Optimization exercise on an open flow, not production practice. RTL: at most simulated, not proved equivalent. Power: default activity.

[design/flow/design.v]
package isa_pkg;
	localparam logic [4:0] OP_ADD  = 5'd0;
	localparam logic [4:0] OP_ADDU = 5'd1;
	localparam logic [4:0] OP_SUB  = 5'd2;
	localparam logic [4:0] OP_SUBU = 5'd3;
	localparam logic [4:0] OP_AND  = 5'd4;
	localparam logic [4:0] OP_OR   = 5'd5;
	localparam logic [4:0] OP_XOR  = 5'd6;
	localparam logic [4:0] OP_NOR  = 5'd7;
	localparam logic [4:0] OP_SLT  = 5'd8;
	localparam logic [4:0] OP_SLTU = 5'd9;
	localparam logic [4:0] OP_SLL  = 5'd10;
	localparam logic [4:0] OP_SRL  = 5'd11;
	localparam logic [4:0] OP_SRA  = 5'd12;
	localparam logic [4:0] OP_LUI  = 5'd13;
	localparam logic [4:0] OP_DIV  = 5'd14;
	localparam logic [4:0] OP_DIVU = 5'd15;
	localparam logic [4:0] OP_MTHI = 5'd16;
	localparam logic [4:0] OP_MTLO = 5'd17;
	localparam logic [4:0] OP_MFHI = 5'd18;
	localparam logic [4:0] OP_MFLO = 5'd19;
endpackage
`timescale 1ns/1ps
module alu (
	input  logic [4:0]  op,
	input  logic [31:0] a,
	input  logic [31:0] b,
	input  logic        cin,
	input  logic [4:0]  sa,
	input  logic        align,       
	input  logic [31:0] align_val,
	input  logic [4:0]  align_sh,
	output logic [31:0] align_res,
	output logic [31:0] result,
	output logic        overflow
);
	logic [32:0] sum;
	logic [31:0] p;
	logic [31:0] g;
	logic        ovf;
	logic        less;
	logic        t0;
	logic        t1;
	logic        t2;
	logic [31:0] logic_res;
	logic [31:0] b_rev;
	logic [31:0] v_rev;
	logic [31:0] sh_in;
	logic        sh_fill;
	logic [4:0]  sh_amt;
	logic [63:0] sh_wide;
	logic [31:0] sh_out;
	logic [31:0] sh_rev;
	add32 u_add (.a(a), .b(b), .ci(cin), .s(sum), .p(p), .g(g));
	assign ovf = (a[31] == b[31]) && (sum[31] != a[31]);
	assign less = (op == isa_pkg::OP_SLT) ? (sum[31] ^ ovf) : !sum[32];
	assign t0 = (op == isa_pkg::OP_NOR);
	assign t1 = (op == isa_pkg::OP_OR) || (op == isa_pkg::OP_XOR);
	assign t2 = (op == isa_pkg::OP_OR) || (op == isa_pkg::OP_AND);
	always_comb
	begin
		for (int i = 0; i < 32; i++)
			logic_res[i] = p[i] ? t1 : (g[i] ? t2 : t0);
	end
	always_comb
	begin
		for (int i = 0; i < 32; i++)
		begin
			b_rev[i] = b[31 - i];
			v_rev[i] = align_val[31 - i];
		end
	end
	assign sh_in   = align ? v_rev : (op == isa_pkg::OP_SLL) ? b_rev : b;
	assign sh_fill = !align && (op == isa_pkg::OP_SRA) && b[31];
	assign sh_amt  = align ? align_sh : sa;
	assign sh_wide = {{32{sh_fill}}, sh_in} >> sh_amt;
	assign sh_out  = sh_wide[31:0];
	always_comb
	begin
		for (int i = 0; i < 32; i++)
			sh_rev[i] = sh_out[31 - i];
	end
	assign align_res = sh_rev;
	always_comb
	begin
		case (op)
			isa_pkg::OP_ADD, isa_pkg::OP_ADDU,
			isa_pkg::OP_SUB, isa_pkg::OP_SUBU: result = sum[31:0];
			isa_pkg::OP_AND, isa_pkg::OP_OR,
			isa_pkg::OP_XOR, isa_pkg::OP_NOR:  result = logic_res;
			isa_pkg::OP_SLT, isa_pkg::OP_SLTU: result = {31'd0, less};
			isa_pkg::OP_SLL:  result = sh_rev;
			isa_pkg::OP_SRL, isa_pkg::OP_SRA: result = sh_out;
			isa_pkg::OP_LUI:  result = {b[15:0], 16'd0};
			default:          result = '0;
		endcase
	end
	assign overflow = ((op == isa_pkg::OP_ADD) || (op == isa_pkg::OP_SUB)) && ovf;
endmodule
module add32 (
	input  logic [31:0] a,
	input  logic [31:0] b,
	input  logic        ci,
	output logic [32:0] s,
	output logic [31:0] p,
	output logic [31:0] g
);
	logic [31:0] gg;
	logic [31:0] pp;
	logic [31:0] gn;
	logic [31:0] pn;
	assign p = a ^ b;
	assign g = a & b;
	always_comb
	begin
		gg = g;
		pp = p;
		gg[0] = g[0] | (p[0] & ci);
		for (int l = 0; l < 5; l++)
		begin
			gn = gg;
			pn = pp;
			for (int i = 0; i < 32; i++)
			begin
				if (((i >> l) & 1) == 1)
				begin
					gn[i] = gg[i] | (pp[i] & gg[((i >> l) << l) - 1]);
					pn[i] = pp[i] & pp[((i >> l) << l) - 1];
				end
			end
			gg = gn;
			pp = pn;
		end
		s[0] = p[0] ^ ci;
		for (int i = 1; i < 32; i++)
			s[i] = p[i] ^ gg[i - 1];
		s[32] = gg[31];
	end
endmodule
module add33 (
	input  logic [32:0] a,
	input  logic [32:0] b,
	input  logic        ci,
	output logic [32:0] s
);
	logic [32:0] low;
	logic [31:0] p_unused;
	logic [31:0] g_unused;
	add32 u_low (.a(a[31:0]), .b(b[31:0]), .ci(ci), .s(low), .p(p_unused), .g(g_unused));
	assign s = {a[32] ^ b[32] ^ low[32], low[31:0]};
endmodule
`timescale 1ns/1ps
module div_unit (
	input  logic        clk,
	input  logic        resetn,
	input  logic        load_div,    
	input  logic        is_signed,
	input  logic        load_hi,     
	input  logic        load_lo,     
	input  logic [31:0] a,
	input  logic [31:0] b,
	output logic        busy,
	output logic        align,       
	output logic [31:0] align_val,
	output logic [4:0]  align_sh,
	input  logic [31:0] align_res,   
	output logic [31:0] hi,
	output logic [31:0] lo
);
	logic        s_nega;     
	logic        s_negd;     
	logic        s_lz;       
	logic        s_align;    
	logic        s_iter;     
	logic        s_fixc;     
	logic        s_fixq;     
	logic        s_fixr;     
	logic        hs;         
	logic [31:0] dv;
	logic [4:0]  cnt;
	logic        a_neg;
	logic        b_neg;
	logic        q_neg;
	logic        x_en;
	logic [31:0] y;
	logic        inv;
	logic [32:0] sum;
	logic [5:0]  lz_a;
	logic [5:0]  lz_d;
	logic [5:0]  lz_diff;
	logic        no_iter;
	logic        last;
	logic        to_fixq;
	logic        to_fixr;
	assign busy = s_nega || s_negd || s_lz || s_align || s_iter || s_fixc || s_fixq || s_fixr;
	assign align = s_align;
	assign align_val = dv;
	assign align_sh = cnt;
	assign x_en = s_iter || s_fixc;
	always_comb
	begin
		if (s_nega || s_fixq)
			y = lo;
		else if (s_fixr)
			y = hi;
		else
			y = dv;
	end
	assign inv = s_iter ? !hs : !s_fixc;
	add33 u_add (
		.a  ({x_en && hs, hi & {32{x_en}}}),
		.b  ({inv, y ^ {32{inv}}}),
		.ci (inv),
		.s  (sum)
	);
	function automatic logic [5:0] lzc(input logic [31:0] v);
		logic [5:0] n;
		n = 6'd32;
		for (int i = 0; i < 32; i++)
			if (v[i]) n = 31 - i;
		lzc = n;
	endfunction
	assign lz_a = lzc(lo);
	assign lz_d = lzc(dv);
	assign lz_diff = lz_d - lz_a;
	assign no_iter = lz_d[5] || (lz_d < lz_a);
	assign last = (cnt == 5'd0);
	assign to_fixq = q_neg;
	assign to_fixr = !q_neg && a_neg;
	always_ff @(posedge clk)
	begin
		if (!busy)
		begin
			dv <= b;
			a_neg <= is_signed && a[31];
			b_neg <= is_signed && b[31];
			q_neg <= is_signed && (a[31] ^ b[31]);
		end
		else if (s_negd)
			dv <= sum[31:0];
		else if (s_align)
			dv <= align_res;
		else if (s_iter && !last)
			dv <= {1'b0, dv[31:1]};
	end
	always_ff @(posedge clk)
	begin
		if (s_lz)
			cnt <= lz_diff[4:0];
		else if (s_iter)
			cnt <= cnt - 5'd1;
	end
	always_ff @(posedge clk)
	begin
		if (s_align)
			hs <= 1'b0;
		else if (s_iter)
			hs <= sum[32];
	end
	always_ff @(posedge clk)
	begin
		if (!resetn)
		begin
			s_nega <= 1'b0;
			s_negd <= 1'b0;
			s_lz <= 1'b0;
			s_align <= 1'b0;
			s_iter <= 1'b0;
			s_fixc <= 1'b0;
			s_fixq <= 1'b0;
			s_fixr <= 1'b0;
		end
		else
		begin
			s_nega <= !busy && load_div && is_signed && a[31];
			s_negd <= (!busy && load_div && is_signed && !a[31] && b[31]) ||
			          (s_nega && b_neg);
			s_lz <= (!busy && load_div && !(is_signed && (a[31] || b[31]))) ||
			        (s_nega && !b_neg) || s_negd;
			s_align <= s_lz && !no_iter;
			s_iter <= s_align || (s_iter && !last);
			s_fixc <= s_iter && last && sum[32];
			s_fixq <= ((s_lz && no_iter) || (s_iter && last && !sum[32]) || s_fixc) && to_fixq;
			s_fixr <= ((s_lz && no_iter) || (s_iter && last && !sum[32]) || s_fixc) && to_fixr ||
			          (s_fixq && a_neg);
		end
	end
	always_ff @(posedge clk)
	begin
		if (!resetn)
		begin
			hi <= '0;
			lo <= '0;
		end
		else
		begin
			if (load_hi)
				hi <= a;
			else if (s_lz)
				hi <= lo;
			else if (s_iter || s_fixr || (s_fixc))
				hi <= sum[31:0];
			if (load_lo || (load_div && !busy))
				lo <= a;
			else if (s_nega || s_fixq)
				lo <= sum[31:0];
			else if (s_lz)
				lo <= {32{lz_d[5]}};
			else if (s_iter)
				lo <= {lo[30:0], !sum[32]};
		end
	end
endmodule
`timescale 1ns/1ps
module ex_issue (
	input  logic        clk,
	input  logic        resetn,
	input  logic        in_valid,
	input  logic [4:0]  in_op,
	input  logic [31:0] in_src1,
	input  logic [31:0] in_src2,
	input  logic [15:0] in_imm,
	input  logic [1:0]  in_src2_sel,
	input  logic        in_sa_sel,
	input  logic [4:0]  in_shamt,
	input  logic [4:0]  in_waddr,
	input  logic        div_busy,
	input  logic        div_align,
	input  logic        wb_allowin,
	output logic        in_allowin,
	output logic        ex_valid,    
	output logic        ex_go,       
	output logic [4:0]  ex_op,
	output logic [31:0] ex_a,
	output logic [31:0] ex_b,
	output logic        ex_cin,
	output logic [4:0]  ex_sa,
	output logic [4:0]  ex_waddr
);
	logic        valid;
	logic        is_sub;
	logic        is_div;
	logic [31:0] b_sel;
	logic        hold_hilo;
	logic        hold_shift;
	assign is_sub = (in_op == isa_pkg::OP_SUB) || (in_op == isa_pkg::OP_SUBU) ||
	                (in_op == isa_pkg::OP_SLT) || (in_op == isa_pkg::OP_SLTU);
	assign is_div = (in_op == isa_pkg::OP_DIV) || (in_op == isa_pkg::OP_DIVU);
	always_comb
	begin
		if (in_src2_sel == 2'd1 && !is_div)
			b_sel = {{16{in_imm[15]}}, in_imm};
		else if (in_src2_sel == 2'd2 && !is_div)
			b_sel = {16'd0, in_imm};
		else
			b_sel = in_src2;
	end
	assign hold_hilo = (ex_op == isa_pkg::OP_DIV) || (ex_op == isa_pkg::OP_DIVU) ||
	                   (ex_op == isa_pkg::OP_MTHI) || (ex_op == isa_pkg::OP_MTLO) ||
	                   (ex_op == isa_pkg::OP_MFHI) || (ex_op == isa_pkg::OP_MFLO);
	assign hold_shift = (ex_op == isa_pkg::OP_SLL) || (ex_op == isa_pkg::OP_SRL) ||
	                    (ex_op == isa_pkg::OP_SRA);
	assign ex_valid = valid && !(div_busy && hold_hilo) && !(div_align && hold_shift);
	assign ex_go = ex_valid && wb_allowin;
	assign in_allowin = !valid || ex_go;
	always_ff @(posedge clk)
	begin
		if (!resetn)
			valid <= 1'b0;
		else if (in_allowin)
			valid <= in_valid;
	end
	always_ff @(posedge clk)
	begin
		if (in_allowin)
		begin
			ex_op    <= in_op;
			ex_a     <= in_src1;
			ex_b     <= b_sel ^ {32{is_sub}};
			ex_cin   <= is_sub;
			ex_sa    <= in_sa_sel ? in_src1[4:0] : in_shamt;
			ex_waddr <= in_waddr;
		end
	end
endmodule
`timescale 1ns/1ps
module wb_commit (
	input  logic        clk,
	input  logic        resetn,
	input  logic        ex_valid,
	input  logic [4:0]  op,
	input  logic [4:0]  waddr,
	input  logic [31:0] alu_result,
	input  logic        alu_overflow,
	input  logic [31:0] hi,
	input  logic [31:0] lo,
	input  logic        out_allowin,
	output logic        wb_allowin,
	output logic        out_valid,
	output logic        out_wen,
	output logic [4:0]  out_waddr,
	output logic [31:0] out_wdata
);
	logic        next_wen;
	logic [31:0] next_wdata;
	assign wb_allowin = !out_valid || out_allowin;
	always_comb
	begin
		next_wdata = alu_result;
		case (op)
			isa_pkg::OP_DIV, isa_pkg::OP_DIVU,
			isa_pkg::OP_MTHI, isa_pkg::OP_MTLO:
			begin
				next_wen = 1'b0;
			end
			isa_pkg::OP_MFHI:
			begin
				next_wdata = hi;
				next_wen = 1'b1;
			end
			isa_pkg::OP_MFLO:
			begin
				next_wdata = lo;
				next_wen = 1'b1;
			end
			default:
			begin
				next_wen = !alu_overflow;
			end
		endcase
	end
	always_ff @(posedge clk)
	begin
		if (!resetn)
			out_valid <= 1'b0;
		else if (wb_allowin)
			out_valid <= ex_valid;
	end
	always_ff @(posedge clk)
	begin
		if (wb_allowin)
		begin
			out_wen   <= next_wen;
			out_waddr <= waddr;
			out_wdata <= next_wdata;
		end
	end
endmodule
`timescale 1ns/1ps
module exec_core (
	input  logic        clk,
	input  logic        resetn,
	input  logic        in_valid,
	input  logic [4:0]  in_op,
	input  logic [31:0] in_src1,
	input  logic [31:0] in_src2,
	input  logic [15:0] in_imm,
	input  logic [1:0]  in_src2_sel,
	input  logic        in_sa_sel,
	input  logic [4:0]  in_shamt,
	input  logic [4:0]  in_waddr,
	input  logic        out_allowin,
	output logic        in_allowin,
	output logic        out_valid,
	output logic        out_wen,
	output logic [4:0]  out_waddr,
	output logic [31:0] out_wdata
);
	logic        wb_allowin;
	logic        ex_valid;
	logic        ex_go;
	logic [4:0]  ex_op;
	logic [31:0] ex_a;
	logic [31:0] ex_b;
	logic        ex_cin;
	logic [4:0]  ex_sa;
	logic [4:0]  ex_waddr;
	logic [31:0] alu_result;
	logic        alu_overflow;
	logic        div_busy;
	logic        div_align;
	logic [31:0] align_val;
	logic [4:0]  align_sh;
	logic [31:0] align_res;
	logic [31:0] hi;
	logic [31:0] lo;
	ex_issue u_ex_issue (
		.clk         (clk),
		.resetn      (resetn),
		.in_valid    (in_valid),
		.in_op       (in_op),
		.in_src1     (in_src1),
		.in_src2     (in_src2),
		.in_imm      (in_imm),
		.in_src2_sel (in_src2_sel),
		.in_sa_sel   (in_sa_sel),
		.in_shamt    (in_shamt),
		.in_waddr    (in_waddr),
		.div_busy    (div_busy),
		.div_align   (div_align),
		.wb_allowin  (wb_allowin),
		.in_allowin  (in_allowin),
		.ex_valid    (ex_valid),
		.ex_go       (ex_go),
		.ex_op       (ex_op),
		.ex_a        (ex_a),
		.ex_b        (ex_b),
		.ex_cin      (ex_cin),
		.ex_sa       (ex_sa),
		.ex_waddr    (ex_waddr)
	);
	alu u_alu (
		.op        (ex_op),
		.a         (ex_a),
		.b         (ex_b),
		.cin       (ex_cin),
		.sa        (ex_sa),
		.align     (div_align),
		.align_val (align_val),
		.align_sh  (align_sh),
		.align_res (align_res),
		.result    (alu_result),
		.overflow  (alu_overflow)
	);
	div_unit u_div_unit (
		.clk       (clk),
		.resetn    (resetn),
		.load_div  (ex_go && ((ex_op == isa_pkg::OP_DIV) || (ex_op == isa_pkg::OP_DIVU))),
		.is_signed (ex_op == isa_pkg::OP_DIV),
		.load_hi   (ex_go && (ex_op == isa_pkg::OP_MTHI)),
		.load_lo   (ex_go && (ex_op == isa_pkg::OP_MTLO)),
		.a         (ex_a),
		.b         (ex_b),
		.busy      (div_busy),
		.align     (div_align),
		.align_val (align_val),
		.align_sh  (align_sh),
		.align_res (align_res),
		.hi        (hi),
		.lo        (lo)
	);
	wb_commit u_wb_commit (
		.clk          (clk),
		.resetn       (resetn),
		.ex_valid     (ex_valid),
		.op           (ex_op),
		.waddr        (ex_waddr),
		.alu_result   (alu_result),
		.alu_overflow (alu_overflow),
		.hi           (hi),
		.lo           (lo),
		.out_allowin  (out_allowin),
		.wb_allowin   (wb_allowin),
		.out_valid    (out_valid),
		.out_wen      (out_wen),
		.out_waddr    (out_waddr),
		.out_wdata    (out_wdata)
	);
endmodule
[design/flow/run.sh]
#!/bin/bash
# synth_recipe.tcl (not shown) runs the flow's synth.tcl, then flattens the netlist and writes it again
# the make line also repeats each setting of config.mk as NAME=value (left out here)
make -C /OpenROAD-flow-scripts/flow DESIGN_CONFIG=/design/flow/config.mk WORK_HOME=/design/flow/orfs CLKGATE_MAP_FILE= SYNTH_SCRIPT=/design/flow/synth_recipe.tcl finish
[design/flow/config.mk]
export PLATFORM = sky130hd
export DESIGN_NAME = exec_core
export DESIGN_NICKNAME = exec_core
export VERILOG_FILES = /design/flow/design.v
export SDC_FILE = /design/flow/constraint.sdc
export NUM_CORES = 4
export LEC_CHECK = 0
export CAP_MARGIN = 20
export CORE_MARGIN = 2
export CORE_UTILIZATION = 40
export PLACE_DENSITY = 0.6
export SETUP_SLACK_MARGIN = 2.5
export SLEW_MARGIN = 20
[design/flow/constraint.sdc]
create_clock -name core_clock -period 6.0 [get_ports {clk}]
set_input_delay 1.2000 -clock core_clock [delete_from_list [all_inputs] [get_ports {clk}]]
set_output_delay 1.2000 -clock core_clock [all_outputs]
set_load 0.01 [all_outputs]
==> results of run 1 <==
-- cell type report --
| cell class | count | area [um2] | share of cell area |
|---|---|---|---|
| multi-input cells | 2003 | 15200 | 0.559 |
| flip-flops and latches | 233 | 6280 | 0.231 |
| repair buffers | 391 | 3700 | 0.136 |
| well taps | 680 | 851 | 0.0312 |
| clock buffers | 30 | 729 | 0.0268 |
| inverters | 60 | 238 | 0.00872 |
| clock inverters | 24 | 205 | 0.00753 |
| diodes | 4 | 10.0 | 0.000367 |
-- sequential cells by signal (all words and copies together) (netlist names), 32 cells and up --
signal / cells
u_div_unit.dv: 32
u_div_unit.hi: 32
u_div_unit.lo: 32
u_ex_issue.ex_a: 32
u_ex_issue.ex_b: 32
u_wb_commit.out_wdata: 32
-- worst paths after layout --
| path | start | to | cells after the start |
|---|---|---|---|
| max reg2reg | u_div_unit.dv[0] | u_div_unit.s_fixr | 21 |
| max | u_div_unit.dv[0] | u_div_unit.s_fixr | 21 |
| min | u_ex_issue.ex_waddr[2] | u_wb_commit.out_waddr[2] | 0 |
| min reg2reg | u_ex_issue.ex_waddr[2] | u_wb_commit.out_waddr[2] | 0 |
-- worst reg2reg max path: stages (launching register included) --
cell      delay [ps]
edfxtp_1         400
buf_4            160
buf_6            120
a21oi_2          130
o21bai_1          80
a21oi_1          190
o21bai_1         110
a21oi_2          290
nor4_2            80
o211ai_1         360
a221o_1          230
ha_2             200
fa_2             200
nor2b_1           50
o21ai_2          200
nand2b_1         120
a21o_1           210
a21oi_2          190
nor2_2            90
nor2_2           190
nor3_1            70
a21oi_1          150
-- per-layer routing --
layer	wire length (um)	up-vias	part of all wire
met2	46300	1752	0.41
met3	14400	479	0.13
li1	-	9883	-
met5	13	-	0.00012
met4	9260	2	0.083
met1	42200	11200	0.38
-- cell usage in the layout (no fill, tap or decap), types with 21 or more instances in the layout --
| cell | n |
|---|---|
| nor3b_1 | 21 |
| nand2_1 | 178 |
| a221oi_1 | 24 |
| nor3_1 | 44 |
| xnor2_1 | 76 |
| clkbuf_16 | 31 |
| a221o_1 | 24 |
| and2_1 | 35 |
| nand2b_1 | 31 |
| a31oi_1 | 22 |
| clkdlybuf4s50_1 | 139 |
| mux2_2 | 49 |
| edfxtp_1 | 158 |
| o22ai_1 | 45 |
| a21oi_2 | 27 |
| buf_4 | 208 |
| o211ai_1 | 38 |
| buf_6 | 23 |
| mux2i_1 | 131 |
| o221ai_1 | 22 |
| o21ai_1 | 24 |
| and3_1 | 29 |
| ha_1 | 64 |
| dfxtp_1 | 61 |
| inv_1 | 53 |
| a21o_1 | 30 |
| o21ai_0 | 92 |
| a21oi_1 | 188 |
| nor2_1 | 246 |
| a211oi_1 | 39 |
| nand3_1 | 42 |
-- logic make-up (layout without fill, tap and decap cells) --
group / Yosys count / in the layout / synth area share
compound gates: 825 / 825 / 0.266
buf+inv: 274 / 505 / 0.0538
flops: 233 / 233 / 0.298
simple gates: 775 / 785 / 0.180
other cells: 0 / 4 / 0
mux: 198 / 198 / 0.103
fa+ha+maj: 83 / 83 / 0.0538
xor+xnor: 112 / 112 / 0.0467
-- power groups by stage --
stage	logic, mW	clock network (mW)	registers [mW]
after detailed placement	2.54	0	2.36
after global placement	2.54	0	2.37
after floorplan	1.66	0	2.11
after global routing	3.54	1.86	2.26
after CTS	2.96	1.80	2.25
final	3.41	1.80	2.27
-- timing repair --
item | 4_1_cts | 5_1_grt
setup buffers | 128 | 67
gates cloned | 12 | 5
endpoints found under the setup margin | 248 | 123
pin swaps | 86 | 115
resized for setup | 193 | 160
-- per-stage QoR --
step	hold WS (ps)	total power, mW	utilization	area, um2
detailed placement	410	4.90	0.443	22800
floorplan	400	3.78	-	21100
CTS	419	7.01	0.500	25800
global route	423	7.66	0.528	27200
finish	417	7.47	0.528	27300
global placement	401	4.90	0.443	22800
==> results.yml, run 1 <==
clocking:
  numCtsBuffers: 29
  clk_pin_slew_ps: 70
  ctsHoldBuffers: 0
  clk_latency_ps: 610
  clock_path_buffers: 3
  cts_tree: "yes"
  htreeDepth: 1
  clock_sinks: 233
  root_buffer: "clkbuf_16"
die:
  die-area_um2: 54300
  placementRows: 83
  fp.coreArea_um2: 51600
  die_h_um: 233
  die-width_um: 233
  ios: 142
  start_util: 0.407
sta:
  setup_viol: 0
  finalMaxSlewViolations: 0
  layout_min_cycle_time_ps: 3870
  slew_headroom: 0.0978
  hold_violations: 0
  fin_ws_ps: 2130
  skew_ps: 24.0
  tns_ps: 0
  fin_crit_sh: 0.645
  tightest_slew_ps: 1350
  max_freq_mhz: 258
  rsz0062_at_grt: "yes"
synthesis:
  synthCells: 2500
  synth-async-reset-ratio: 0
  synth_most_common_cell: "nor2_1"
  avgSynthCellArea_um2: 8.40
  ys.flop_type: "edfxtp_1"
  ys_ff_latch: 233
  synth_warnings: 5
  synth_nets: 2685
  synth_cell_types: 100
  synthTopCellsByArea: "edfxtp_1, dfxtp_1, mux2i_1, a21oi_1, nor2_1"
  seq_area_frac_synth: 0.298
  ys_top_cells_by_count: "nor2_1, a21oi_1, nand2_1, edfxtp_1, clkbuf_1"
  yosys.area.top_type: "edfxtp_1"
  synth_edf_count: 158
  synth_top_area_frac: 0.226
  netlist_area_um2: 21000
global_routing:
  grt_use_total: 0.393
  antenna_found_initial: 5
  grt_pass1_vias: 21200
  grt_max_degree: 81
  overflow: 0
  grt_use_met1: 0.508
  grt_first_pass_wirelength_um: 154000
  met3_usage: 0.121
  top_usage_layer: "met2"
  use_met2: 0.569
flow_run:
  cap_violations: 0
outcome:
  status: "no timing/DRC/antenna violations"
power_and_ir_drop:
  p_switching_mw: 3.14
  switching_share: 0.420
  pwr_density_cell_nw_per_um2: 274
  leakagePower_nw: 10.4
  p_clk_frac: 0.241
  ir_worst_vdd_mv: 0.243
  p_int_mw: 4.33
  power.share.sequential: 0.304
  combinationalPowerShare: 0.456
placed_design:
  dp_slack_ps: 1430
  dp.final_hpwl_um: 77300
  gp_congestion: 1.09
  dp.cells: 3155
  port_buffers: 141
layout:
  nNetsFinal: 2903
  drive_above_1_share: 0.232
  area_growth_pct: 29.8
  final_cells: 3425
  fillers: 4753
setup_path:
  critPathBufInv: 2
  crit_path_end_kind: "register"
  crit_path_frequent_cell: "a21oi_2"
  cp.required_ps: 6530
  max_stage_delay_ps: 400
  r2r_slack_ps: 2130
  critPathSlowestCell: "edfxtp_1"
  crit_path_cell_trace: "buf_4, buf_6, a21oi_2, o21bai_1, a21oi_1, o21bai_1, a21oi_2, nor4_2, o211ai_1, a221o_1, ha_2, fa_2, nor2b_1, o21ai_2, nand2b_1, a21o_1, a21oi_2, nor2_2, nor2_2, nor3_1, a21oi_1"
  crit_path_start_kind: "register"
  crit_arrival_ps: 4400
  critical_path_class: "register to register"
  worst-path-max-fanout: 2
  cp_top_family: "compound AO/OA/AOI/OAI gates"
drt:
  wl_per_cell_um: 32.8
  vias: 23400
  drc_errors: 0
  routed_wl_um: 112000
  first_iter_violations: 3404
  postRouteAntennaNets: 0
  viasPerCell: 6.82
  dr.pass1.iters: 14
worst_hold_path:
  min_path_type: "register to register"
Testbench counts, summed over its fixed seeds: cycles 19,270.
==> run 2, diff against run 1 <==
--- a/design/flow/design.v
+++ b/design/flow/design.v
@@ -175,38 +175,46 @@
 	logic        s_fixc;     
 	logic        s_fixq;     
 	logic        s_fixr;     
+	logic        n_nega;
+	logic        n_negd;
+	logic        n_lz;
+	logic        n_align;
+	logic        n_iter;
+	logic        n_fixc;
+	logic        n_fixq;
+	logic        n_fixr;
+	logic        start;
+	logic        done;
+	logic        x_en;       
+	logic        y_lo;       
+	logic        y_hi;       
+	logic        inv;        
 	logic        hs;         
 	logic [31:0] dv;
 	logic [4:0]  cnt;
+	logic        skip;       
 	logic        a_neg;
 	logic        b_neg;
 	logic        q_neg;
-	logic        x_en;
 	logic [31:0] y;
-	logic        inv;
 	logic [32:0] sum;
 	logic [5:0]  lz_a;
 	logic [5:0]  lz_d;
 	logic [5:0]  lz_diff;
 	logic        no_iter;
 	logic        last;
-	logic        to_fixq;
-	logic        to_fixr;
-	assign busy = s_nega || s_negd || s_lz || s_align || s_iter || s_fixc || s_fixq || s_fixr;
 	assign align = s_align;
 	assign align_val = dv;
 	assign align_sh = cnt;
-	assign x_en = s_iter || s_fixc;
 	always_comb
 	begin
-		if (s_nega || s_fixq)
+		if (y_lo)
 			y = lo;
-		else if (s_fixr)
+		else if (y_hi)
 			y = hi;
 		else
 			y = dv;
 	end
-	assign inv = s_iter ? !hs : !s_fixc;
 	add33 u_add (
 		.a  ({x_en && hs, hi & {32{x_en}}}),
 		.b  ({inv, y ^ {32{inv}}}),
@@ -225,8 +233,50 @@
 	assign lz_diff = lz_d - lz_a;
 	assign no_iter = lz_d[5] || (lz_d < lz_a);
 	assign last = (cnt == 5'd0);
-	assign to_fixq = q_neg;
-	assign to_fixr = !q_neg && a_neg;
+	assign start  = !busy && load_div;
+	assign done   = (s_align && skip) || (s_iter && last && !sum[32]) || s_fixc;
+	assign n_nega = start && is_signed && a[31];
+	assign n_negd = (start && is_signed && !a[31] && b[31]) || (s_nega && b_neg);
+	assign n_lz   = (start && !(is_signed && (a[31] || b[31]))) || (s_nega && !b_neg) || s_negd;
+	assign n_align = s_lz;
+	assign n_iter = (s_align && !skip) || (s_iter && !last);
+	assign n_fixc = s_iter && last && sum[32];
+	assign n_fixq = done && q_neg;
+	assign n_fixr = (done && !q_neg && a_neg) || (s_fixq && a_neg);
+	always_ff @(posedge clk)
+	begin
+		if (!resetn)
+		begin
+			s_nega <= 1'b0;
+			s_negd <= 1'b0;
+			s_lz <= 1'b0;
+			s_align <= 1'b0;
+			s_iter <= 1'b0;
+			s_fixc <= 1'b0;
+			s_fixq <= 1'b0;
+			s_fixr <= 1'b0;
+			busy <= 1'b0;
+		end
+		else
+		begin
+			s_nega <= n_nega;
+			s_negd <= n_negd;
+			s_lz <= n_lz;
+			s_align <= n_align;
+			s_iter <= n_iter;
+			s_fixc <= n_fixc;
+			s_fixq <= n_fixq;
+			s_fixr <= n_fixr;
+			busy <= n_nega || n_negd || n_lz || n_align || n_iter || n_fixc || n_fixq || n_fixr;
+		end
+	end
+	always_ff @(posedge clk)
+	begin
+		x_en <= n_iter || n_fixc;
+		y_lo <= n_nega || n_fixq;
+		y_hi <= n_fixr;
+		inv  <= !(n_fixc || (s_iter && !last && sum[32]));
+	end
 	always_ff @(posedge clk)
 	begin
 		if (!busy)
@@ -238,7 +288,7 @@
 		end
 		else if (s_negd)
 			dv <= sum[31:0];
-		else if (s_align)
+		else if (s_align && !skip)
 			dv <= align_res;
 		else if (s_iter && !last)
 			dv <= {1'b0, dv[31:1]};
@@ -246,7 +296,10 @@
 	always_ff @(posedge clk)
 	begin
 		if (s_lz)
+		begin
 			cnt <= lz_diff[4:0];
+			skip <= no_iter;
+		end
 		else if (s_iter)
 			cnt <= cnt - 5'd1;
 	end
@@ -261,34 +314,6 @@
 	begin
 		if (!resetn)
 		begin
-			s_nega <= 1'b0;
-			s_negd <= 1'b0;
-			s_lz <= 1'b0;
-			s_align <= 1'b0;
-			s_iter <= 1'b0;
-			s_fixc <= 1'b0;
-			s_fixq <= 1'b0;
-			s_fixr <= 1'b0;
-		end
-		else
-		begin
-			s_nega <= !busy && load_div && is_signed && a[31];
-			s_negd <= (!busy && load_div && is_signed && !a[31] && b[31]) ||
-			          (s_nega && b_neg);
-			s_lz <= (!busy && load_div && !(is_signed && (a[31] || b[31]))) ||
-			        (s_nega && !b_neg) || s_negd;
-			s_align <= s_lz && !no_iter;
-			s_iter <= s_align || (s_iter && !last);
-			s_fixc <= s_iter && last && sum[32];
-			s_fixq <= ((s_lz && no_iter) || (s_iter && last && !sum[32]) || s_fixc) && to_fixq;
-			s_fixr <= ((s_lz && no_iter) || (s_iter && last && !sum[32]) || s_fixc) && to_fixr ||
-			          (s_fixq && a_neg);
-		end
-	end
-	always_ff @(posedge clk)
-	begin
-		if (!resetn)
-		begin
 			hi <= '0;
 			lo <= '0;
 		end
@@ -298,9 +323,9 @@
 				hi <= a;
 			else if (s_lz)
 				hi <= lo;
-			else if (s_iter || s_fixr || (s_fixc))
+			else if (s_iter || s_fixr || s_fixc)
 				hi <= sum[31:0];
-			if (load_lo || (load_div && !busy))
+			if (load_lo || start)
 				lo <= a;
 			else if (s_nega || s_fixq)
 				lo <= sum[31:0];
@@ -341,8 +366,8 @@
 	logic        is_sub;
 	logic        is_div;
 	logic [31:0] b_sel;
-	logic        hold_hilo;
-	logic        hold_shift;
+	logic        hold_hilo;     
+	logic        hold_shift;    
 	assign is_sub = (in_op == isa_pkg::OP_SUB) || (in_op == isa_pkg::OP_SUBU) ||
 	                (in_op == isa_pkg::OP_SLT) || (in_op == isa_pkg::OP_SLTU);
 	assign is_div = (in_op == isa_pkg::OP_DIV) || (in_op == isa_pkg::OP_DIVU);
@@ -355,11 +380,6 @@
 		else
 			b_sel = in_src2;
 	end
-	assign hold_hilo = (ex_op == isa_pkg::OP_DIV) || (ex_op == isa_pkg::OP_DIVU) ||
-	                   (ex_op == isa_pkg::OP_MTHI) || (ex_op == isa_pkg::OP_MTLO) ||
-	                   (ex_op == isa_pkg::OP_MFHI) || (ex_op == isa_pkg::OP_MFLO);
-	assign hold_shift = (ex_op == isa_pkg::OP_SLL) || (ex_op == isa_pkg::OP_SRL) ||
-	                    (ex_op == isa_pkg::OP_SRA);
 	assign ex_valid = valid && !(div_busy && hold_hilo) && !(div_align && hold_shift);
 	assign ex_go = ex_valid && wb_allowin;
 	assign in_allowin = !valid || ex_go;
@@ -380,6 +400,10 @@
 			ex_cin   <= is_sub;
 			ex_sa    <= in_sa_sel ? in_src1[4:0] : in_shamt;
 			ex_waddr <= in_waddr;
+			hold_hilo <= is_div || (in_op == isa_pkg::OP_MTHI) || (in_op == isa_pkg::OP_MTLO) ||
+			             (in_op == isa_pkg::OP_MFHI) || (in_op == isa_pkg::OP_MFLO);
+			hold_shift <= (in_op == isa_pkg::OP_SLL) || (in_op == isa_pkg::OP_SRL) ||
+			              (in_op == isa_pkg::OP_SRA);
 		end
 	end
 endmodule
--- a/design/flow/config.mk
+++ b/design/flow/config.mk
@@ -7,7 +7,7 @@
 export LEC_CHECK = 0
 export CAP_MARGIN = 20
 export CORE_MARGIN = 2
-export CORE_UTILIZATION = 40
-export PLACE_DENSITY = 0.6
-export SETUP_SLACK_MARGIN = 2.5
+export CORE_UTILIZATION = 60
+export PLACE_DENSITY = 0.75
+export SETUP_SLACK_MARGIN = 2.0
 export SLEW_MARGIN = 20
==> results.yml, run 2 <==
outcome:
  status: "no timing/DRC/antenna violations"
sta:
  rsz0062_at_grt: "yes"
  finalMaxSlewViolations: 0
  whs_ps: 433
  max_freq_mhz: 244
  fin_ws_ps: 1910
  layout_min_cycle_time_ps: 4090
  tns_ps: 0
  hold_violations: 0
  setup_viol: 0
  fin_crit_sh: 0.682
  skew_ps: 44.6
  tightest_slew_ps: 1270
  slew_headroom: 0.153
drt:
  vias: 22600
  routed_wl_um: 95300
  postRouteAntennaNets: 0
  first_iter_violations: 4589
  viasPerCell: 7.61
  wl_per_cell_um: 32.1
  dr.pass1.iters: 12
  drc_errors: 0
clocking:
  htreeDepth: 1
  cts_tree: "yes"
  root_buffer: "clkbuf_16"
  ctsHoldBuffers: 0
  numCtsBuffers: 28
  clock_sinks: 241
  clock_path_buffers: 3
  clk_pin_slew_ps: 60
  clk_latency_ps: 610
power_and_ir_drop:
  leakagePower_nw: 8.80
  switching_share: 0.398
  p_clk_frac: 0.271
  combinationalPowerShare: 0.374
  ir_worst_vdd_mv: 0.282
  p_int_mw: 4.05
  power.share.sequential: 0.355
  power.total_mw: 6.73
  p_switching_mw: 2.68
  pwr_density_cell_nw_per_um2: 284
global_routing:
  antenna_found_initial: 8
  grt_max_degree: 64
  grt_use_total: 0.521
  grt_pass1_vias: 20900
  grt_first_pass_wirelength_um: 136000
  overflow: 0
setup_path:
  cp.required_ps: 6250
  critPathBufInv: 3
  critPathSlowestCell: "edfxtp_1"
  critical_path_class: "register to register"
  max_stage_delay_ps: 510
  worst-path-max-fanout: 4
  crit_path_cell_trace: "fa_2, inv_2, fa_2, nor2b_2, o311a_1, o41ai_4, buf_4, a2111oi_4, o21ai_2, buf_4, o311ai_4, o21ai_4, a311oi_4, and2_1, o221ai_1"
  cp_top_family: "compound AO/OA/AOI/OAI gates"
  crit_arrival_ps: 4340
  crit_path_end_kind: "register"
  crit_path_start_kind: "register"
layout:
  area_growth_pct: 17.0
  multiInputGateArea_um2: 13300
  final_core_util: 0.710
  fillers: 2578
  seq_area_um2: 6460
  layout_common_cells: "nor2_1, nand2_1, o21ai_0, a21oi_1, edfxtp_1"
  nNetsFinal: 2680
  drive_above_1_share: 0.118
  layout_commonest_cell: "nor2_1"
  final_cells: 2965
  final_area_um2: 23700
synthesis:
  synth_top_area_frac: 0.239
  avgSynthCellArea_um2: 8.35
  synth_nets: 2609
  synth_most_common_cell: "nor2_1"
  yosys.area.top_type: "edfxtp_1"
  ys_top_cells_by_count: "nor2_1, nand2_1, a21oi_1, o21ai_0, edfxtp_1"
  ys_ff_latch: 241
  seq_area_frac_synth: 0.318
  synth_cell_types: 86
  synthCells: 2424
  synth_warnings: 5
  synth_edf_count: 161
  synthTopCellsByArea: "edfxtp_1, dfxtp_1, mux2i_1, a21oi_1, nor2_1"
  netlist_area_um2: 20300
  ys.flop_type: "edfxtp_1"
  synth-async-reset-ratio: 0
flow_run:
  cap_violations: 0
die:
  ios: 142
  fp.coreArea_um2: 33400
  start_util: 0.607
  die_h_um: 188
  die-width_um: 188
  die-area_um2: 35200
  placementRows: 67
placed_design:
  dp_slack_ps: 1370
  port_buffers: 141
  gp_congestion: 1.18
  dpl_cell_area_um2: 21900
  dp.final_hpwl_um: 67400
  dp.cells: 2866
worst_hold_path:
  min_path_type: "register to register"
-- run 2: logic make-up after synthesis --
family | count (synthesis) | synth area share
flops | 241 | 0.318
buf+inv | 270 | 0.0516
mux | 179 | 0.0934
compound gates | 790 | 0.261
fa+ha+maj | 83 | 0.0557
simple gates | 740 | 0.168
xor+xnor | 121 | 0.0523
-- run 2: power groups by stage --
stage | combinational, mW | sequential, mW | clock, mW
CTS | 2.27 | 2.34 | 1.80
detailed placement | 2.21 | 2.37 | 0
finish | 2.51 | 2.39 | 1.82
global route | 2.61 | 2.36 | 1.87
floorplan | 1.46 | 2.16 | 0
global placement | 2.16 | 2.38 | 0
-- run 2: worst paths after layout --
path / start / end / slack [ps] / depth (start not counted)
setup / recovery: u_ex_issue.ex_b[0] / u_wb_commit.out_wdata[0] / 1910 / 15
hold reg to reg: u_ex_issue.ex_waddr[1] / u_wb_commit.out_waddr[1] / 430 / 0
hold / removal: u_ex_issue.ex_waddr[1] / u_wb_commit.out_waddr[1] / 430 / 0
setup reg to reg: u_ex_issue.ex_b[0] / u_wb_commit.out_wdata[0] / 1910 / 15
-- run 2: cell type report --
cell class                      instances  share of cell area
Inverter                               65              0.0103
Timing Repair Buffer                  244              0.0934
Sequential cell                       241               0.273
Clock buffer                           33              0.0312
Tap cell                              448              0.0237
Antenna cell                            2            0.000211
Clock inverter                         17             0.00898
Multi-Input combinational cell       1915               0.559
-- run 2: repair_timing --
item                       4_1_cts  5_1_grt
setup endpoints to repair       91       98
pin swaps                       10       17
gates cloned                     2        0
gates resized for setup         29       62
setup buffers                   13       32
-- run 2: per-layer routing --
metal / GRT usage / vias to the layer above / part of all wire
li1: - / 9231 / -
met1: 0.616 / 10200 / 0.32
met2: 0.746 / 2256 / 0.40
met3: 0.222 / 808 / 0.17
met4: 0.400 / 8 / 0.11
met5: 0.0124 / - / 0.00099
Testbench counts of run 2, summed over its fixed seeds: cycles 19,400.
==> run 3, diff against run 2 <==
==> design/flow/flow/run.sh (new file) <==
#!/bin/bash
set -euo pipefail
export BUFFER_PORTS_ARGS="-buffer_cell sky130_fd_sc_hd__buf_2"
bash standard.sh > standard_flow.log 2>&1
==> design/flow/standard.sh (new file) <==
#!/bin/bash
# synth_recipe.tcl (not shown) runs the flow's synth.tcl, then flattens the netlist and writes it again
# the make line also repeats each setting of config.mk as NAME=value (left out here)
make -C /OpenROAD-flow-scripts/flow DESIGN_CONFIG=/design/flow/config.mk WORK_HOME=/design/flow/orfs CLKGATE_MAP_FILE= SYNTH_SCRIPT=/design/flow/synth_recipe.tcl "${@:-finish}"
removed: design/flow/run.sh
==> results.yml, run 3 <==
placed_design:
  port_buffers: 141
  dp_slack_ps: 1220
  dpl_cell_area_um2: 21200
  dp.final_hpwl_um: 66800
  gp_congestion: 1.13
synthesis:
  synth_top_area_frac: 0.239
  ys.flop_type: "edfxtp_1"
  ys_top_cells_by_count: "nor2_1, nand2_1, a21oi_1, o21ai_0, edfxtp_1"
  ys_ff_latch: 241
  avgSynthCellArea_um2: 8.35
  seq_area_frac_synth: 0.318
  synthCells: 2424
  synth_most_common_cell: "nor2_1"
  synth_cell_types: 86
  synth_edf_count: 161
  synth-async-reset-ratio: 0
  yosys.area.top_type: "edfxtp_1"
  netlist_area_um2: 20300
  synthTopCellsByArea: "edfxtp_1, dfxtp_1, mux2i_1, a21oi_1, nor2_1"
  synth_warnings: 5
  synth_nets: 2609
setup_path:
  crit_path_start_kind: "register"
  worst-path-stages: 15
  cp.required_ps: 6300
  worst-path-max-fanout: 2
  crit_path_end_kind: "register"
  critPathSlowestCell: "edfxtp_1"
  critPathBufInv: 2
  critical_path_class: "register to register"
  cp_top_family: "compound AO/OA/AOI/OAI gates"
  crit_path_cell_trace: "fa_2, inv_2, fa_2, nor2b_2, o311a_1, buf_4, nor4_1, a21oi_1, a21oi_1, fa_1, xor2_1, nor2_1, a221oi_1, o21ai_2, a221o_1"
  ff2ff_path_depth: 15
  max_stage_delay_ps: 490
  r2r_slack_ps: 1870
  crit_arrival_ps: 4430
clocking:
  numCtsBuffers: 26
  clock_sinks: 241
  ctsHoldBuffers: 0
  htreeDepth: 1
  clock_path_buffers: 3
  clk_latency_ps: 580
  clk_pin_slew_ps: 70
  cts_tree: "yes"
  root_buffer: "clkbuf_16"
drt:
  routed_wl_um: 95200
  top_layer: "met5"
  drt-met1-wl_um: 32000
  first_iter_violations: 4642
  wl_per_cell_um: 32.0
  route.met2.wl_um: 37300
  viasPerCell: 7.61
  postRouteAntennaNets: 0
  drc_errors: 0
  dr.pass1.iters: 14
  vias: 22700
  wl_met3_um: 16000
layout:
  layout_commonest_cell: "nor2_1"
  drive_above_1_share: 0.184
  area_growth_pct: 14.1
  final_area_um2: 23100
  nNetsFinal: 2691
  layout_common_cells: "nor2_1, nand2_1, a21oi_1, o21ai_0, edfxtp_1"
global_routing:
  grt_first_pass_wirelength_um: 136000
  grt_max_degree: 49
  grt_pass1_vias: 20600
  overflow: 0
  grt_use_total: 0.521
  antenna_found_initial: 4
sta:
  fin_crit_sh: 0.688
  layout_min_cycle_time_ps: 4130
  setup_viol: 0
  skew_ps: 28.2
  tightest_slew_ps: 1160
  finalMaxSlewViolations: 0
  hold_violations: 0
  tns_ps: 0
  rsz0062_at_grt: "yes"
  fin_ws_ps: 1870
  max_freq_mhz: 242
  slew_headroom: 0.227
die:
  start_util: 0.607
  placementRows: 67
  ios: 142
  die-width_um: 188
  die_h_um: 188
  fp.coreArea_um2: 33400
  die-area_um2: 35200
power_and_ir_drop:
  leakagePower_nw: 8.88
  ir_worst_vdd_mv: 0.293
  pwr_density_cell_nw_per_um2: 286
  p_switching_mw: 2.68
  switching_share: 0.404
  combinationalPowerShare: 0.380
  power.share.sequential: 0.357
  p_clk_frac: 0.263
  p_int_mw: 3.94
flow_run:
  cap_violations: 0
worst_hold_path:
  min_path_type: "register to register"
  whs_path_depth: 0
outcome:
  status: "no timing/DRC/antenna violations"
==> run 3: cell counts after synthesis <==
No cell type changed its count.
==> run 3: logic make-up (layout without fill, tap and decap cells) <==
group,Yosys count,count (layout),share of synthesized area
flops,241,241,0.318
other cells,0,3,0
buf+inv,270,369,0.0516
mux,179,179,0.0934
simple gates,740,743,0.168
fa+ha+maj,83,83,0.0557
compound gates,790,790,0.261
xor+xnor,121,121,0.0523
==> run 3: timing repair <==
item,4_1_cts,5_1_grt
endpoints found under the hold margin,0,0
pin swaps,15,27
setup buffers,23,39
endpoints found under the setup margin,109,98
gates cloned,2,1
gates resized for setup,35,74
==> run 3: power by group through the flow <==
stage | Sequential, mW | Combinational, mW | Clock [mW]
2_1_floorplan | 2.16 | 1.46 | 0
3_3_place_gp | 2.36 | 2.09 | 0
3_5_place_dp | 2.36 | 2.14 | 0
4_1_cts | 2.33 | 2.23 | 1.72
5_1_grt | 2.33 | 2.62 | 1.78
6_report | 2.36 | 2.52 | 1.74
==> run 3: path summary, 6_finish.rpt <==
kind                          startpoint                       end
setup / recovery      u_ex_issue.ex_a[0]  u_wb_commit.out_wdata[9]
hold / removal    u_ex_issue.ex_waddr[2]  u_wb_commit.out_waddr[2]
setup reg to reg      u_ex_issue.ex_a[0]  u_wb_commit.out_wdata[9]
hold reg to reg   u_ex_issue.ex_waddr[2]  u_wb_commit.out_waddr[2]
==> run 3: worst register-to-register path: stages (launching register included) <==
cell,delay [ps]
edfxtp_1,490
fa_2,420
inv_2,70
fa_2,200
nor2b_2,50
o311a_1,350
buf_4,170
nor4_1,280
a21oi_1,160
a21oi_1,240
fa_1,230
xor2_1,150
nor2_1,60
a221oi_1,410
o21ai_2,200
a221o_1,360
==> run 3: metrics by stage <==
stage               total power [mW]  std cells  hold slack (ps)  utilization
global placement                4.45       2861              401        0.635
CTS                             6.28       2934              421        0.673
detailed placement              4.50       2861              407        0.635
global route                    6.73       2974              434        0.692
floorplan                       3.62       2424              400            -
finish                          6.62       2977              420        0.693
==> run 3: cell type report <==
class                           instances  area (um2)
Clock buffer                           35         706
Timing Repair Buffer                  256        1620
Antenna cell                            3        7.51
Tap cell                              448         561
Multi-Input combinational cell       1916       13300
Fill cell                            2714       10300
Inverter                               65         244
Sequential cell                       241        6460
Clock inverter                         13         176
==> run 3: metal layers <==
metal	track usage	vias to the layer above
met1	0.653	10500
met5	0	-
met4	0.383	2
li1	-	9256
met3	0.199	705
met2	0.730	2245
==> run 4, diff against run 3 <==
--- a/design/flow/design.v
+++ b/design/flow/design.v
@@ -221,17 +221,12 @@
 		.ci (inv),
 		.s  (sum)
 	);
-	function automatic logic [5:0] lzc(input logic [31:0] v);
-		logic [5:0] n;
-		n = 6'd32;
-		for (int i = 0; i < 32; i++)
-			if (v[i]) n = 31 - i;
-		lzc = n;
-	endfunction
-	assign lz_a = lzc(lo);
-	assign lz_d = lzc(dv);
-	assign lz_diff = lz_d - lz_a;
-	assign no_iter = lz_d[5] || (lz_d < lz_a);
+	logic [6:0]  lz_sub;
+	lzc32 u_lz_a (.v(hi), .n(lz_a));
+	lzc32 u_lz_d (.v(dv), .n(lz_d));
+	assign lz_sub = {1'b0, lz_d} - {1'b0, lz_a};
+	assign lz_diff = lz_sub[5:0];
+	assign no_iter = lz_d[5] || lz_sub[6];
 	assign last = (cnt == 5'd0);
 	assign start  = !busy && load_div;
 	assign done   = (s_align && skip) || (s_iter && last && !sum[32]) || s_fixc;
@@ -273,8 +268,8 @@
 	always_ff @(posedge clk)
 	begin
 		x_en <= n_iter || n_fixc;
-		y_lo <= n_nega || n_fixq;
-		y_hi <= n_fixr;
+		y_lo <= n_fixq;
+		y_hi <= n_nega || n_fixr;
 		inv  <= !(n_fixc || (s_iter && !last && sum[32]));
 	end
 	always_ff @(posedge clk)
@@ -319,15 +314,13 @@
 		end
 		else
 		begin
-			if (load_hi)
+			if (load_hi || start)
 				hi <= a;
-			else if (s_lz)
-				hi <= lo;
-			else if (s_iter || s_fixr || s_fixc)
+			else if (s_nega || s_iter || s_fixr || s_fixc)
 				hi <= sum[31:0];
-			if (load_lo || start)
+			if (load_lo)
 				lo <= a;
-			else if (s_nega || s_fixq)
+			else if (s_fixq)
 				lo <= sum[31:0];
 			else if (s_lz)
 				lo <= {32{lz_d[5]}};
@@ -336,6 +329,50 @@
 		end
 	end
 endmodule
+module lzc32 (
+	input  logic [31:0] v,
+	output logic [5:0]  n
+);
+	logic [15:0] z1;    
+	logic [15:0] c1;    
+	logic [7:0]  z2;
+	logic [15:0] c2;    
+	logic [3:0]  z3;
+	logic [11:0] c3;    
+	logic [1:0]  z4;
+	logic [7:0]  c4;    
+	always_comb
+	begin
+		for (int i = 0; i < 16; i++)
+		begin
+			z1[i] = !(v[2*i+1] || v[2*i]);
+			c1[i] = !v[2*i+1];
+		end
+		for (int i = 0; i < 8; i++)
+		begin
+			z2[i] = z1[2*i+1] && z1[2*i];
+			c2[2*i+1] = z1[2*i+1];
+			c2[2*i]   = z1[2*i+1] ? c1[2*i] : c1[2*i+1];
+		end
+		for (int i = 0; i < 4; i++)
+		begin
+			z3[i] = z2[2*i+1] && z2[2*i];
+			c3[3*i+2] = z2[2*i+1];
+			c3[3*i+1 -: 2] = z2[2*i+1] ? c2[4*i+1 -: 2] : c2[4*i+3 -: 2];
+		end
+		for (int i = 0; i < 2; i++)
+		begin
+			z4[i] = z3[2*i+1] && z3[2*i];
+			c4[4*i+3] = z3[2*i+1];
+			c4[4*i+2 -: 3] = z3[2*i+1] ? c3[6*i+2 -: 3] : c3[6*i+5 -: 3];
+		end
+		n[5] = z4[1] && z4[0];
+		n[4] = z4[1] && !z4[0];
+		n[3:0] = z4[1] ? c4[3:0] : c4[7:4];
+		if (n[5])
+			n[4:0] = 5'd0;
+	end
+endmodule
 `timescale 1ns/1ps
 module ex_issue (
 	input  logic        clk,
@@ -359,18 +396,20 @@
 	output logic [31:0] ex_a,
 	output logic [31:0] ex_b,
 	output logic        ex_cin,
-	output logic [4:0]  ex_sa,
 	output logic [4:0]  ex_waddr
 );
 	logic        valid;
 	logic        is_sub;
 	logic        is_div;
 	logic [31:0] b_sel;
+	logic        is_shift;
 	logic        hold_hilo;     
 	logic        hold_shift;    
 	assign is_sub = (in_op == isa_pkg::OP_SUB) || (in_op == isa_pkg::OP_SUBU) ||
 	                (in_op == isa_pkg::OP_SLT) || (in_op == isa_pkg::OP_SLTU);
 	assign is_div = (in_op == isa_pkg::OP_DIV) || (in_op == isa_pkg::OP_DIVU);
+	assign is_shift = (in_op == isa_pkg::OP_SLL) || (in_op == isa_pkg::OP_SRL) ||
+	                  (in_op == isa_pkg::OP_SRA);
 	always_comb
 	begin
 		if (in_src2_sel == 2'd1 && !is_div)
@@ -395,15 +434,14 @@
 		if (in_allowin)
 		begin
 			ex_op    <= in_op;
-			ex_a     <= in_src1;
+			ex_a[31:5] <= in_src1[31:5];
+			ex_a[4:0]  <= (is_shift && !in_sa_sel) ? in_shamt : in_src1[4:0];
 			ex_b     <= b_sel ^ {32{is_sub}};
 			ex_cin   <= is_sub;
-			ex_sa    <= in_sa_sel ? in_src1[4:0] : in_shamt;
 			ex_waddr <= in_waddr;
 			hold_hilo <= is_div || (in_op == isa_pkg::OP_MTHI) || (in_op == isa_pkg::OP_MTLO) ||
 			             (in_op == isa_pkg::OP_MFHI) || (in_op == isa_pkg::OP_MFLO);
-			hold_shift <= (in_op == isa_pkg::OP_SLL) || (in_op == isa_pkg::OP_SRL) ||
-			              (in_op == isa_pkg::OP_SRA);
+			hold_shift <= is_shift;
 		end
 	end
 endmodule
@@ -497,7 +535,6 @@
 	logic [31:0] ex_a;
 	logic [31:0] ex_b;
 	logic        ex_cin;
-	logic [4:0]  ex_sa;
 	logic [4:0]  ex_waddr;
 	logic [31:0] alu_result;
 	logic        alu_overflow;
@@ -530,7 +567,6 @@
 		.ex_a        (ex_a),
 		.ex_b        (ex_b),
 		.ex_cin      (ex_cin),
-		.ex_sa       (ex_sa),
 		.ex_waddr    (ex_waddr)
 	);
 	alu u_alu (
@@ -538,7 +574,7 @@
 		.a         (ex_a),
 		.b         (ex_b),
 		.cin       (ex_cin),
-		.sa        (ex_sa),
+		.sa        (ex_a[4:0]),
 		.align     (div_align),
 		.align_val (align_val),
 		.align_sh  (align_sh),
==> results.yml, run 4 <==
outcome:
  status: "no timing/DRC/antenna violations"
placed_design:
  dp.final_hpwl_um: 68200
  gp_congestion: 1.17
  port_buffers: 141
  dp.cells: 2849
clocking:
  ctsHoldBuffers: 0
  clk_latency_ps: 610
  root_buffer: "clkbuf_16"
  cts_tree: "yes"
  clock_sinks: 236
  clock_path_buffers: 3
  numCtsBuffers: 27
  htreeDepth: 1
  clk_pin_slew_ps: 70
layout:
  drive_above_1_share: 0.152
  area_growth_pct: 13.6
  final_cells: 2945
  nNetsFinal: 2664
  layout_common_cells: "nand2_1, nor2_1, a21oi_1, o21ai_0, edfxtp_1"
  layout_commonest_cell: "nand2_1"
global_routing:
  grt_first_pass_wirelength_um: 135000
  grt_pass1_vias: 20500
  grt_max_degree: 66
  grt_use_total: 0.538
  overflow: 0
  antenna_found_initial: 14
sta:
  tns_ps: 0
  finalMaxSlewViolations: 0
  skew_ps: 39.2
  hold_violations: 0
  setup_viol: 0
  slew_headroom: 0.202
  rsz0062_at_grt: "yes"
  layout_min_cycle_time_ps: 4200
  tightest_slew_ps: 1190
  max_freq_mhz: 238
  fin_crit_sh: 0.700
drt:
  vias: 22400
  postRouteAntennaNets: 0
  drc_errors: 0
  routed_wl_um: 95200
  viasPerCell: 7.62
  dr.pass1.iters: 13
  first_iter_violations: 4530
  wl_per_cell_um: 32.3
synthesis:
  synth_nets: 2583
  synth_most_common_cell: "nand2_1"
  netlist_area_um2: 19900
  synth_top_area_frac: 0.235
  ys.flop_type: "edfxtp_1"
  avgSynthCellArea_um2: 8.31
  synthTopCellsByArea: "edfxtp_1, dfxtp_1, mux2i_1, a21oi_1, o21ai_0"
  ys_top_cells_by_count: "nand2_1, nor2_1, a21oi_1, o21ai_0, edfxtp_1"
  yosys.area.top_type: "edfxtp_1"
  synth-async-reset-ratio: 0
  seq_area_frac_synth: 0.315
  synthCells: 2398
  ys_ff_latch: 236
  synth_edf_count: 156
  synth_warnings: 6
  synth_cell_types: 90
worst_hold_path:
  min_from: "u_ex_issue.ex_waddr[3]"
  min_path_type: "register to register"
flow_run:
  cap_violations: 0
setup_path:
  crit_path_end_kind: "register"
  r2r_slack_ps: 1800
  crit_path_cell_trace: "mux2i_1, nor2_1, a21oi_2, mux2_4, fa_2, a211oi_2, o211ai_1, a31o_2, o21a_4, o41a_1, a21oi_2, xnor2_2, a222oi_1, o21ai_1"
  crit_path_start_kind: "register"
  cp.required_ps: 6300
  crit_start: "u_div_unit.y_hi"
  worstReg2RegStart: "u_div_unit.y_hi"
  crit_arrival_ps: 4500
  critPathSlowestCell: "o41a_1"
  crit_path_frequent_cell: "a21oi_2"
  critPathCapture: "u_div_unit.dv[27]"
  max_stage_delay_ps: 450
  r2r_end: "u_div_unit.dv[27]"
  worst-path-max-fanout: 3
  ff2ff_path_depth: 14
  critical_path_class: "register to register"
die:
  ios: 142
  die-area_um2: 34700
  placementRows: 66
  die_h_um: 186
  fp.coreArea_um2: 32600
  start_util: 0.611
  die-width_um: 186
power_and_ir_drop:
  ir_worst_vdd_mv: 0.331
  pwr_density_cell_nw_per_um2: 293
  leakagePower_nw: 8.65
## run 4: cell types whose count changed in the layout (fill, tap and decap cells not counted), moves of 19 or more
| cell | before | now |
|---|---|---|
| buf_4 | 108 | 68 |
| o21ai_1 | 6 | 43 |
| nor2b_1 | 8 | 37 |
| a21oi_1 | 175 | 200 |
| nor3b_1 | 26 | 3 |
| nand3_1 | 63 | 41 |
| mux2_2 | 38 | 18 |
| a221oi_1 | 46 | 27 |
## run 4: cell type report
type,instances,area [um2]
well taps,442,553
clock buffers,32,757
multi-input cells,1932,13100
fillers,2580,9980
inverters,61,233
diodes,3,7.51
clock inverters,18,254
flip-flops and latches,236,6300
repair buffers,221,1390
## run 4: how the worst min path moves through the flow
stage,cells after the start,to,slack (ps)
finish,0,u_wb_commit.out_waddr[3],420
global route,0,u_wb_commit.out_waddr[3],430
CTS,0,u_wb_commit.out_waddr[3],420
detailed placement,0,u_wb_commit.out_waddr[3],410
global placement,0,u_wb_commit.out_waddr[4],400
floorplan,0,u_wb_commit.out_waddr[0],400
## run 4: per-stage QoR
stage	worst slack (ps)	power, mW	cell area [um2]	hold slack, ps	utilization
final	1800	6.64	22600	421	0.694
after global routing	1780	6.72	22600	435	0.694
after CTS	1890	6.33	22200	420	0.680
after detailed placement	1320	4.43	20900	408	0.641
after global placement	1350	4.39	20900	402	0.641
after floorplan	2060	3.54	20000	400	-
## run 4: report_power, final
group	leakage, nW	total, mW	internal [mW]	switching (mW)
registers	2.31	2.32	1.95	0.372
logic	5.86	2.41	0.863	1.54
clock network	0.485	1.91	1.13	0.787
## run 4: metal layers
layer  share of wire  GRT usage  vias up
li1                -          -     9174
met1            0.34      0.649    10300
met2            0.39      0.748     2234
met3            0.17      0.237      733
met4            0.11      0.416       20
met5          0.0031    0.00857        -
## run 4: worst max-delay path: cells and delay by family, from the launching register on
family,cells,cell delay (ps)
flops,1,390
compound gates,9,2290
fa+ha+maj,1,430
xor+xnor,1,160
simple gates,1,70
mux,2,570
## run 4: cell families (layout without fill, tap and decap cells)
family                   count (synthesis)  after routing  synth area share
AO/OA/AOI/OAI                          823            823             0.269
AND/OR/NAND/NOR                        740            743             0.173
flip-flops                             236            236             0.315
buffers and inverters                  233            332            0.0452
multiplexers                           167            167            0.0899
XOR/XNOR                               116            116            0.0510
adder cells (fa/ha/maj)                 83             83            0.0566
other                                    0              3                 0
## run 4: repair_timing
action,4_1_cts,5_1_grt
pin swaps,9,27
resized for setup,28,54
cloned,3,1
buffers inserted,12,24
endpoints found under the setup margin,90,82
Testbench counts of run 4, summed over its fixed seeds: cycles 19,400.
==> run 5, diff against run 4 <==
--- a/design/flow/design.v
+++ b/design/flow/design.v
@@ -185,10 +185,10 @@
 	logic        n_fixr;
 	logic        start;
 	logic        done;
-	logic        x_en;       
-	logic        y_lo;       
-	logic        y_hi;       
-	logic        inv;        
+	logic        x_en;
+	logic        xinv;
+	logic        y_en;
+	logic        inv;
 	logic        hs;         
 	logic [31:0] dv;
 	logic [4:0]  cnt;
@@ -196,32 +196,40 @@
 	logic        a_neg;
 	logic        b_neg;
 	logic        q_neg;
-	logic [31:0] y;
 	logic [32:0] sum;
+	logic [31:0] lo_inc;
 	logic [5:0]  lz_a;
 	logic [5:0]  lz_d;
 	logic [5:0]  lz_diff;
+	logic [6:0]  lz_sub;
 	logic        no_iter;
 	logic        last;
 	assign align = s_align;
 	assign align_val = dv;
 	assign align_sh = cnt;
-	always_comb
-	begin
-		if (y_lo)
-			y = lo;
-		else if (y_hi)
-			y = hi;
-		else
-			y = dv;
-	end
 	add33 u_add (
-		.a  ({x_en && hs, hi & {32{x_en}}}),
-		.b  ({inv, y ^ {32{inv}}}),
-		.ci (inv),
+		.a  (({hs, hi} ^ {33{xinv}}) & {33{x_en}}),
+		.b  ({1'b0, dv & {32{y_en}}} ^ {33{inv}}),
+		.ci (inv || xinv),
 		.s  (sum)
 	);
-	logic [6:0]  lz_sub;
+	always_comb
+	begin
+		logic [31:0] all1;
+		logic [31:0] nxt;
+		all1 = lo;
+		for (int l = 0; l < 5; l++)
+		begin
+			nxt = all1;
+			for (int i = 0; i < 32; i++)
+				if (((i >> l) & 1) == 1)
+					nxt[i] = all1[i] && all1[((i >> l) << l) - 1];
+			all1 = nxt;
+		end
+		lo_inc[0] = !lo[0];
+		for (int i = 1; i < 32; i++)
+			lo_inc[i] = lo[i] ^ all1[i - 1];
+	end
 	lzc32 u_lz_a (.v(hi), .n(lz_a));
 	lzc32 u_lz_d (.v(dv), .n(lz_d));
 	assign lz_sub = {1'b0, lz_d} - {1'b0, lz_a};
@@ -237,7 +245,7 @@
 	assign n_iter = (s_align && !skip) || (s_iter && !last);
 	assign n_fixc = s_iter && last && sum[32];
 	assign n_fixq = done && q_neg;
-	assign n_fixr = (done && !q_neg && a_neg) || (s_fixq && a_neg);
+	assign n_fixr = done && a_neg;
 	always_ff @(posedge clk)
 	begin
 		if (!resetn)
@@ -267,10 +275,10 @@
 	end
 	always_ff @(posedge clk)
 	begin
-		x_en <= n_iter || n_fixc;
-		y_lo <= n_fixq;
-		y_hi <= n_nega || n_fixr;
-		inv  <= !(n_fixc || (s_iter && !last && sum[32]));
+		x_en <= n_iter || n_fixc || n_nega || n_fixr;
+		xinv <= n_nega || n_fixr;
+		y_en <= n_iter || n_fixc || n_negd;
+		inv  <= n_negd || (n_iter && !(s_iter && sum[32]));
 	end
 	always_ff @(posedge clk)
 	begin
@@ -320,12 +328,12 @@
 				hi <= sum[31:0];
 			if (load_lo)
 				lo <= a;
-			else if (s_fixq)
-				lo <= sum[31:0];
 			else if (s_lz)
-				lo <= {32{lz_d[5]}};
+				lo <= {32{lz_d[5] ^ q_neg}};
 			else if (s_iter)
-				lo <= {lo[30:0], !sum[32]};
+				lo <= {lo[30:0], !sum[32] ^ q_neg};
+			else if (s_fixq)
+				lo <= lo_inc;
 		end
 	end
 endmodule
==> results.yml, run 5 <==
drt:
  wl_per_cell_um: 29.8
  vias: 21400
  drc_errors: 0
  first_iter_violations: 3652
  postRouteAntennaNets: 0
  dr.pass1.iters: 8
  routed_wl_um: 87500
  viasPerCell: 7.29
layout:
  final_area_um2: 22500
  final_core_util: 0.673
  layout_common_cells: "nand2_1, nor2_1, a21oi_1, o21ai_0, edfxtp_1"
  layout_commonest_cell: "nand2_1"
  area_growth_pct: 11.1
  multiInputGateArea_um2: 13200
  drive_above_1_share: 0.144
  seq_area_um2: 6290
  fillers: 2782
  nNetsFinal: 2656
power_and_ir_drop:
  leakagePower_nw: 8.97
  pwr_density_cell_nw_per_um2: 271
  ir_worst_vdd_mv: 0.258
  power.share.sequential: 0.380
  combinationalPowerShare: 0.320
  p_int_mw: 3.80
  p_switching_mw: 2.28
  switching_share: 0.375
  p_clk_frac: 0.300
global_routing:
  grt_first_pass_wirelength_um: 125000
  grt_pass1_vias: 19400
  overflow: 0
  grt_max_degree: 73
  antenna_found_initial: 10
  grt_use_total: 0.478
synthesis:
  yosys.area.top_type: "edfxtp_1"
  ys_top_cells_by_count: "nand2_1, nor2_1, a21oi_1, o21ai_0, edfxtp_1"
  synth_top_area_frac: 0.232
  netlist_area_um2: 20200
  ys_ff_latch: 236
  synth-async-reset-ratio: 0
  synth_warnings: 6
  synth_edf_count: 156
  synth_nets: 2601
  avgSynthCellArea_um2: 8.39
  synth_most_common_cell: "nand2_1"
  synthCells: 2410
  synth_cell_types: 92
  synthTopCellsByArea: "edfxtp_1, dfxtp_1, mux2i_1, a21oi_1, nand2_1"
  ys.flop_type: "edfxtp_1"
  seq_area_frac_synth: 0.311
die:
  ios: 142
  placementRows: 67
  die_h_um: 188
  start_util: 0.606
  die-width_um: 188
  die-area_um2: 35200
  fp.coreArea_um2: 33400
setup_path:
  r2r_end: "u_wb_commit.out_wdata[22]"
  worst-path-max-fanout: 67
  crit_path_cell_trace: "buf_8, or4bb_1, mux2i_1, o21ai_0, o21ai_0, o21ai_0, mux2_2, a21oi_1, a22oi_1, o211ai_1"
  cp.required_ps: 6350
  cp_top_family: "compound AO/OA/AOI/OAI gates"
  crit_path_start_kind: "register"
  crit_path_end_kind: "register"
  max_stage_delay_ps: 750
  critical_path_class: "register to register"
  worstReg2RegStart: "u_ex_issue.ex_op[1]"
  critPathSlowestCell: "edfxtp_1"
  crit_path_frequent_cell: "o21ai_0"
  crit_arrival_ps: 4440
  critPathBufInv: 1
  r2r_slack_ps: 1910
  ff2ff_path_depth: 10
clocking:
  clk_latency_ps: 570
  root_buffer: "clkbuf_16"
  clock_sinks: 236
  cts_tree: "yes"
  htreeDepth: 1
  numCtsBuffers: 26
  ctsHoldBuffers: 0
  clk_pin_slew_ps: 60
  clock_path_buffers: 3
sta:
  max_freq_mhz: 244
  skew_ps: 26.1
  rsz0062_at_grt: "yes"
  fin_crit_sh: 0.682
  fin_ws_ps: 1910
  layout_min_cycle_time_ps: 4090
  tightest_slew_ps: 1120
  setup_viol: 0
  finalMaxSlewViolations: 0
  tns_ps: 0
  hold_violations: 0
  slew_headroom: 0.249
placed_design:
  dpl_cell_area_um2: 21100
  dp_slack_ps: 1270
  dp.final_hpwl_um: 63400
  port_buffers: 141
  gp_congestion: 1.10
worst_hold_path:
  min_from: "u_ex_issue.ex_waddr[0]"
  min_path_type: "register to register"
  holdPathEnd: "u_wb_commit.out_waddr[0]"
  whs_path_depth: 0
outcome:
  status: "no timing/DRC/antenna violations"
flow_run:
  cap_violations: 0
[run 5: power groups by stage]
stage,sequential (mW),clock [mW],combinational (mW)
after floorplan,2.12,0,1.25
after global placement,2.30,0,1.77
after detailed placement,2.30,0,1.81
after CTS,2.26,1.81,1.84
after global routing,2.29,1.87,2.05
final,2.31,1.83,1.95
[run 5: repair_timing]
action	4_1_cts	5_1_grt
gates resized for setup	12	24
buffers inserted	8	10
pin swaps	2	2
setup endpoints to repair	68	71
cloned	0	2
[run 5: how the worst max path moves through the flow]
stage | startpoint | endpoint | depth (start not counted)
finish | u_ex_issue.ex_op[1] | u_wb_commit.out_wdata[22] | 10
CTS | u_div_unit.y_en | u_div_unit.busy | 15
floorplan | out_allowin | in_allowin | 3
global route | u_div_unit.y_en | u_div_unit.busy | 15
detailed placement | u_div_unit.xinv | u_div_unit.busy | 13
global placement | u_div_unit.xinv | u_div_unit.busy | 13
[run 5: area by class of cell]
| type | count | share of cell area |
|---|---|---|
| multi-input combinational | 1935 | 0.586 |
| sequential | 236 | 0.280 |
| timing repair buffer | 202 | 0.0547 |
| clock buffer | 33 | 0.0324 |
| tap | 448 | 0.0250 |
| inverter | 64 | 0.0109 |
| clock inverter | 15 | 0.0102 |
| antenna | 7 | 0.000780 |
[run 5: stage by stage]
stage / power (mW) / instances / hold slack [ps]
2_1_floorplan: 3.37 / 2410 / 400
3_3_place_gp: 4.07 / 2865 / 401
3_5_place_dp: 4.11 / 2865 / 412
4_1_cts: 5.91 / 2921 / 426
5_1_grt: 6.21 / 2933 / 433
6_report: 6.09 / 2940 / 424
[run 5: metal layers]
layer	up-vias	share of wire	global-route usage	wire, um
met5	-	0.0015	0	135
met3	519	0.16	0.185	14100
li1	9090	-	-	-
met4	12	0.084	0.322	7350
met1	9969	0.34	0.585	29700
met2	1850	0.41	0.697	36200
[run 5: cells by family after synthesis]
family          synth area share
fa+ha+maj                 0.0599
xor+xnor                  0.0749
mux                       0.0822
flops                      0.311
buf+inv                   0.0472
simple gates               0.176
compound gates             0.249
Testbench counts of run 5, summed over its fixed seeds: cycles 19,338.
